What follows belongs to an exercise in optimizing a design on an open flow for small area, a short achievable clock period and few clock cycles per item; a production flow would make more cautious choices. In this exercise RTL edits were held to simulation tests only and were not proved equivalent to the original. No activity file was given, so power comes from the tool's default toggle rates.

// binary_neuron
module binary_neuron (
    input  logic                    clk,
    input  logic                    reset,
    input  logic                    in_valid,
    output logic                    in_ready,
    input  logic [320:0]            in_req,
    output logic                    out_valid,
    input  logic                    out_ready,
    output logic [9:0]              out_sum
);
Size in the first run: ~340 I/O pins, ~12000 um2 of cells after synthesis.
clock: 6.0 ns
lec_check: 0
cap_margin: 20
core_margin: 2
core_utilization: 40
cts_buf_list: sky130_fd_sc_hd__clkbuf_8
slew_margin: 20
synth_hierarchical: 1
synth_minimum_keep_size: 0
standard.sh (not shown) runs the stock make flow with config.mk's settings and CLKGATE_MAP_FILE= SYNTH_SCRIPT=/design/flow/synth_recipe.tcl, a recipe that flattens the netlist after the stock synthesis.
==> flow/flow/run.sh <==
#!/bin/bash
# The standard layout (standard.sh: ORFS synthesis to final layout), with
# two changes:
#  - the input and output ports are buffered with the smallest buffer,
#    sky130_fd_sc_hd__buf_1, instead of the cell buffer_ports picks by default
#    (clkdlybuf4s50_1); later repair steps may still resize them;
#  - clock tree synthesis adds no dummy loads to the clock tree.
set -euo pipefail
export BUFFER_PORTS_ARGS="-buffer_cell sky130_fd_sc_hd__buf_1"
export CTS_ARGS="-sink_clustering_enable -repair_clock_nets -buf_list sky130_fd_sc_hd__clkbuf_8 -dont_use_dummy_load -sink_clustering_size 30 -sink_clustering_max_diameter 150"
bash standard.sh > standard_flow.log 2>&1
Testbench counts at the start, summed over its fixed seeds: cycles 3,224, items 3,200.
Then changed:
--- a/flow/flow/run.sh
+++ b/flow/flow/run.sh
@@ -8,4 +8,4 @@
 set -euo pipefail
 export BUFFER_PORTS_ARGS="-buffer_cell sky130_fd_sc_hd__buf_1"
-export CTS_ARGS="-sink_clustering_enable -repair_clock_nets -buf_list sky130_fd_sc_hd__clkbuf_8 -dont_use_dummy_load -sink_clustering_size 30 -sink_clustering_max_diameter 150"
+export CTS_ARGS="-sink_clustering_enable -repair_clock_nets -buf_list sky130_fd_sc_hd__clkbuf_8 -dont_use_dummy_load"
 bash standard.sh > standard_flow.log 2>&1
--- a/flow/config.mk
+++ b/flow/config.mk
@@ -8,5 +8,5 @@
 export CAP_MARGIN = 20
 export CORE_MARGIN = 2
-export CORE_UTILIZATION = 40
+export CORE_UTILIZATION = 55
 export CTS_BUF_LIST = sky130_fd_sc_hd__clkbuf_8
 export SLEW_MARGIN = 20
Clock power came out higher by about 1%. Final area decreases by 0.98%. Routed wire length falls by 6.7%.
Then changed:
==> flow/flow/run.sh (replaced) <==
#!/bin/bash
# The standard layout (standard.sh: ORFS synthesis to final layout), with
# one change: the input and output ports are buffered with the smallest
# buffer, sky130_fd_sc_hd__buf_1, instead of the cell buffer_ports picks by
# default (clkdlybuf4s50_1).  Later repair steps may still resize them.
set -euo pipefail
export BUFFER_PORTS_ARGS="-buffer_cell sky130_fd_sc_hd__buf_1"
bash standard.sh > standard_flow.log 2>&1
--- a/flow/config.mk
+++ b/flow/config.mk
@@ -8,5 +8,5 @@
 export CAP_MARGIN = 20
 export CORE_MARGIN = 2
-export CORE_UTILIZATION = 55
+export CORE_UTILIZATION = 40
 export CTS_BUF_LIST = sky130_fd_sc_hd__clkbuf_8
 export SLEW_MARGIN = 20
Outcome:
- The new run produced a clean layout
- setup slack improves by 0.047 ns
- fmax grows by 1.6%
- utilization is lower by 16 points
- die area climbs by 36%
Then changed:
==> flow/flow/run.sh (replaced) <==
#!/bin/bash
# The standard layout (standard.sh: ORFS synthesis to final layout), with
# two changes:
#  - the input and output ports are buffered with the smallest buffer,
#    sky130_fd_sc_hd__buf_1, instead of the cell buffer_ports picks by default
#    (clkdlybuf4s50_1); later repair steps may still resize them;
#  - clock tree synthesis adds no dummy loads to the clock tree.
set -euo pipefail
export BUFFER_PORTS_ARGS="-buffer_cell sky130_fd_sc_hd__buf_1"
export CTS_ARGS="-sink_clustering_enable -repair_clock_nets -buf_list sky130_fd_sc_hd__clkbuf_8 -dont_use_dummy_load"
bash standard.sh > standard_flow.log 2>&1
--- a/flow/config.mk
+++ b/flow/config.mk
@@ -8,5 +8,5 @@
 export CAP_MARGIN = 20
 export CORE_MARGIN = 2
-export CORE_UTILIZATION = 40
+export CORE_UTILIZATION = 65
 export CTS_BUF_LIST = sky130_fd_sc_hd__clkbuf_8
 export SLEW_MARGIN = 20
After rerunning:
- design area falls by about 2.6%
- setup slack is worse by 0.0078 ns
- core utilization climbs by 28 points
- sequential power barely changes
- die area came out lower by 38%

static timing again, ports no longer ideal:
How much do the figures lean on ideal ports? The routed layouts below were timed once more, with nothing changed but the port constraints.
Step 1, drivers: a clkbuf_16 drives clk and a buf_2 each remaining input, both assumed.
Step 2 times the ports against the registers' clock, not the clock port: input delays grow and output delays shrink by t, the midpoint of the rising clock arrivals with the driver on.
Three values: ideal, step 1, step 2; two values: the first two.
run	shift t [ns]	setup slack, ns	hold WS [ns]	slew at the worst register clock pin (ns)	worst slew at a driven data input, ns
the first run	0.471	2.961 / 2.977 / 2.506	0.440 / 0.440 / 0.440	0.07 / 0.07	0.06
the second run	0.476	2.918 / 2.932 / 2.456	0.444 / 0.444 / 0.444	0.08 / 0.08	0.06
the third run	0.482	2.965 / 2.983 / 2.500	0.442 / 0.442 / 0.442	0.08 / 0.08	0.06
the fourth run	0.468	2.957 / 2.970 / 2.502	0.436 / 0.436 / 0.436	0.07 / 0.07	0.07
After both steps every run listed still meets setup and hold. The setup slack of the third run, which loses most, moves by +0.018 ns with the drivers and by -0.465 ns with both steps.
